Source: an optimization exercise on an open RTL-to-GDS flow (aim: small area and a short achievable clock period). Production flows keep margins and buffers that such runs may drop. RTL that was checked went through simulation tests only; none was proved equivalent to the original. No activity file was given, so power comes from the tool's default toggle rates.

==> module riscv_trace_buffer, before the edit <==
module riscv_trace_buffer #(
  parameter int XLEN       = 32,
  parameter int NUM_REGS   = 4,
  parameter int DEPTH      = 16,
  parameter int POST_DEPTH = 8
) (
  input  logic                     clk,
  input  logic                     reset,
  input  logic [XLEN-1:0]          pc_dbg,
  input  logic [XLEN-1:0]          instr_dbg,
  input  logic [NUM_REGS*XLEN-1:0] regs_dbg,
  input  logic                     arm,
  input  logic                     clear,
  input  logic                     mode,
  input  logic                     trig_en,
  input  logic [XLEN-1:0]          trig_pc,
  output logic                     busy,
  output logic                     triggered,
  output logic                     wrapped,
  output logic                     rd_valid,
  input  logic                     rd_ready,
  output logic [XLEN-1:0]          rd_pc,
  output logic [XLEN-1:0]          rd_instr,
  output logic [NUM_REGS*XLEN-1:0] rd_regs,
  output logic                     rd_last
);
  localparam int AW = $clog2(DEPTH);
  localparam int CW = AW + 1;
  localparam int EW = riscv_dbg_pkg::entry_w(XLEN, NUM_REGS);
  localparam logic [CW-1:0] DEPTH_C = CW'(DEPTH);
  localparam logic [CW-1:0] POST_C  = CW'(POST_DEPTH);
  localparam logic [CW-1:0] ONE_C   = CW'(1);
  localparam logic [CW-1:0] TWO_C   = CW'(2);
  localparam int TAP0 = POST_DEPTH - 2;
  localparam int NSEL = DEPTH - 2 - TAP0;
  logic          armed_q, post_q, busy_i, done_i, mode_q, first_q, cap_q, gd;
  logic [CW-1:0] count, post_cnt, rd_left;
  logic [NSEL-1:0] osel_q;
  logic [NSEL-1:0] rs_q, rsel;
  logic          hb_q, ld, rhold;
  logic          idle, cnt_full, gd_cap, last_pop;
  logic [CW-1:0] cnt_inc;
  logic [NSEL-1:0] osel_trig;
  logic          chg, teq, cap, fire, gdone, pop, start;
  logic          shift;
  logic [EW-1:0] wdata, stage, rdata;
  logic [XLEN-1:0] pc_q;
  assign idle     = !busy_i && !done_i;
  assign cnt_full = (count == DEPTH_C);
  assign cnt_inc  = cnt_full ? count : count + ONE_C;
  assign gd_cap   = mode_q ? (post_q && (post_cnt == TWO_C)) : (cnt_inc == DEPTH_C - ONE_C);
  assign last_pop = (rd_left == ONE_C);
  always_comb begin
    osel_trig = '0;
    if (count >= CW'(NSEL - 1)) osel_trig[NSEL-1] = 1'b1;
    else                        osel_trig[count[$clog2(NSEL)-1:0]] = 1'b1;
  end
  assign pc_q  = stage[XLEN-1:0];
  assign chg   = (pc_dbg != pc_q);
  assign teq   = trig_en && (pc_dbg == trig_pc);
  assign cap   = busy_i && (first_q || chg);
  assign fire  = cap && armed_q && mode_q && teq;
  assign gdone = cap && gd;
  assign pop   = done_i && rd_ready;
  assign start = idle && arm;
  always_ff @(posedge clk or posedge reset) begin
    if (reset) begin
      armed_q   <= 1'b0;
      post_q    <= 1'b0;
      busy_i    <= 1'b0;
      done_i    <= 1'b0;
      busy      <= 1'b0;
      rd_valid  <= 1'b0;
      rd_last   <= 1'b0;
      triggered <= 1'b0;
      wrapped   <= 1'b0;
    end else begin
      armed_q   <= !clear && (start || (armed_q && !fire && !gdone));
      post_q    <= !clear && (fire || (post_q && !gdone));
      busy_i    <= !clear && (start || (busy_i && !gdone));
      done_i    <= !clear && (gdone || (done_i && !(pop && last_pop)));
      busy      <= !clear && (start || (busy && !gdone));
      rd_valid  <= !clear && (gdone || (rd_valid && !(pop && last_pop)));
      rd_last   <= !clear && (gdone ? (cnt_inc == ONE_C)
                                    : (done_i && (pop ? (rd_left == TWO_C) : last_pop)));
      triggered <= !start && (triggered || fire);
      wrapped   <= !start && (wrapped || (cap && cnt_full));
    end
  end
  always_ff @(posedge clk) begin
    rd_left   <= clear ? '0 : gdone ? cnt_inc : pop ? rd_left - ONE_C : rd_left;
    mode_q    <= start ? mode : mode_q;
    first_q   <= start || (first_q && !cap);
    count     <= start ? '0 : cap ? cnt_inc : count;
    post_cnt  <= fire ? POST_C : (cap && post_q) ? post_cnt - ONE_C : post_cnt;
    osel_q    <= start ? NSEL'(1) << (NSEL - 1) : fire ? osel_trig : osel_q;
    gd        <= !start && !fire && (cap ? gd_cap : gd);
    cap_q     <= cap;
    rs_q      <= (cap || done_i) ? osel_q : {osel_q[NSEL-2:0], 1'b0};
    hb_q      <= !(cap || done_i) && osel_q[NSEL-1];
  end
  assign ld    = !done_i || rd_ready;
  assign rsel  = ld ? rs_q : '0;
  assign rhold = !ld || hb_q;
  assign shift = done_i ? rd_ready : cap_q;
  assign wdata = {regs_dbg, instr_dbg, pc_dbg};
  trace_ram #(
    .ROWS  (DEPTH - 2),
    .WIDTH (EW),
    .TAP0  (TAP0),
    .NSEL  (NSEL)
  ) u_ram (
    .clk        (clk),
    .wdata      (wdata),
    .hold_stage (done_i),
    .shift      (shift),
    .sel        (rsel),
    .hold       (rhold),
    .stage      (stage),
    .rdata      (rdata)
  );
  assign rd_pc    = rdata[XLEN-1:0];
  assign rd_instr = rdata[2*XLEN-1:XLEN];
  assign rd_regs  = rdata[EW-1:2*XLEN];
endmodule
clock: 5.5 ns
lec_check: 0
cap_margin: 20
core_margin: 2
core_utilization: 60
cts_cluster_diameter: 80
cts_cluster_size: 30
setup_slack_margin: 3.2
slew_margin: 20
standard.sh (not shown) runs the stock make flow with config.mk's settings and CLKGATE_MAP_FILE= SYNTH_SCRIPT=/design/flow/synth_recipe.tcl, a recipe that flattens the netlist after the stock synthesis.
==> flow/flow/run.sh <==
#!/bin/bash
# Own layout flow: the standard ORFS flow (standard.sh, unchanged synthesis), with the port
# buffers made from a plain buffer cell instead of the one buffer_ports picks on its own, and
# the resizer allowed to swap cells across footprints. Every port still gets its buffer.
set -euo pipefail
cd "$(dirname "$0")/.."
bash standard.sh \
  "BUFFER_PORTS_ARGS=-buffer_cell sky130_fd_sc_hd__buf_2" \
  MATCH_CELL_FOOTPRINT=0 \
  finish > flow_standard.log 2>&1
Edit:
--- a/flow/design.v
+++ b/flow/design.v
@@ -87,9 +87,10 @@
   localparam int TAP0 = POST_DEPTH - 2;
   localparam int NSEL = DEPTH - 2 - TAP0;
   logic          armed_q, post_q, busy_i, done_i, mode_q, first_q, cap_q, gd;
   logic [CW-1:0] count, post_cnt, rd_left;
-  logic [NSEL-1:0] osel_q;
+  logic [NSEL-1:0] osel_q, tsel_q;
+  logic          fire_q;
   logic [NSEL-1:0] rs_q, rsel;
   logic          hb_q, ld, rhold;
   logic          idle, cnt_full, gd_cap, last_pop;
   logic [CW-1:0] cnt_inc;
@@ -144,11 +145,13 @@
     rd_left   <= clear ? '0 : gdone ? cnt_inc : pop ? rd_left - ONE_C : rd_left;
     mode_q    <= start ? mode : mode_q;
     first_q   <= start || (first_q && !cap);
     count     <= start ? '0 : cap ? cnt_inc : count;
-    post_cnt  <= fire ? POST_C : (cap && post_q) ? post_cnt - ONE_C : post_cnt;
-    osel_q    <= start ? NSEL'(1) << (NSEL - 1) : fire ? osel_trig : osel_q;
-    gd        <= !start && !fire && (cap ? gd_cap : gd);
+    post_cnt  <= !post_q ? POST_C : cap ? post_cnt - ONE_C : post_cnt;
+    fire_q    <= fire;
+    tsel_q    <= osel_trig;
+    osel_q    <= start ? NSEL'(1) << (NSEL - 1) : fire_q ? tsel_q : osel_q;
+    gd        <= !start && (cap ? gd_cap : gd);
     cap_q     <= cap;
     rs_q      <= (cap || done_i) ? osel_q : {osel_q[NSEL-2:0], 1'b0};
     hb_q      <= !(cap || done_i) && osel_q[NSEL-1];
   end
After rerunning: Register-to-register slack improved by 30 ps; total power came out higher by 1.2%; synthesized cell count is about the same; sequential share of layout area stays flat; non-clock buffer count came out lower by 21; final cell count barely changes; die area hardly moves; routed wire length came out lower by 0.58%; clock-buffer cell count came out lower by 2; critical path depth stays the same; via count is about the same; global-route usage came out higher by 0.67 points; design area is about the same.
Only the layout flow was run in the second run of this note; the RTL was not checked for function there.

==> re-timing with driven ports <==
No port has a modelled driver above. Below, the same layouts with a new extraction and two added sets of constraints.
Step 1 (the two cells are an assumption about what drives the block):
set clk [get_ports {clk}]
set_driving_cell -lib_cell sky130_fd_sc_hd__clkbuf_16 $clk
set_driving_cell -lib_cell sky130_fd_sc_hd__buf_2 [delete_from_list [all_inputs] $clk]
Step 2 also shifts input and output timing later by t, the mid clock arrival at the registers, as if the neighbouring blocks saw the same clock.
a / b / c = ideal / step 1 / step 2; a / b = the first two.
run	shift t [ns]	setup slack, ns	worst setup path at the end
the first run	0.869	3.075 / 2.989 / 2.348	input to register
the second run	0.895	2.982 / 2.896 / 2.319	input to register
After both steps setup and hold are still met in every run listed. For the first run, which loses most, drivers alone change the setup slack by -0.086 ns; drivers and shift together by -0.727 ns.
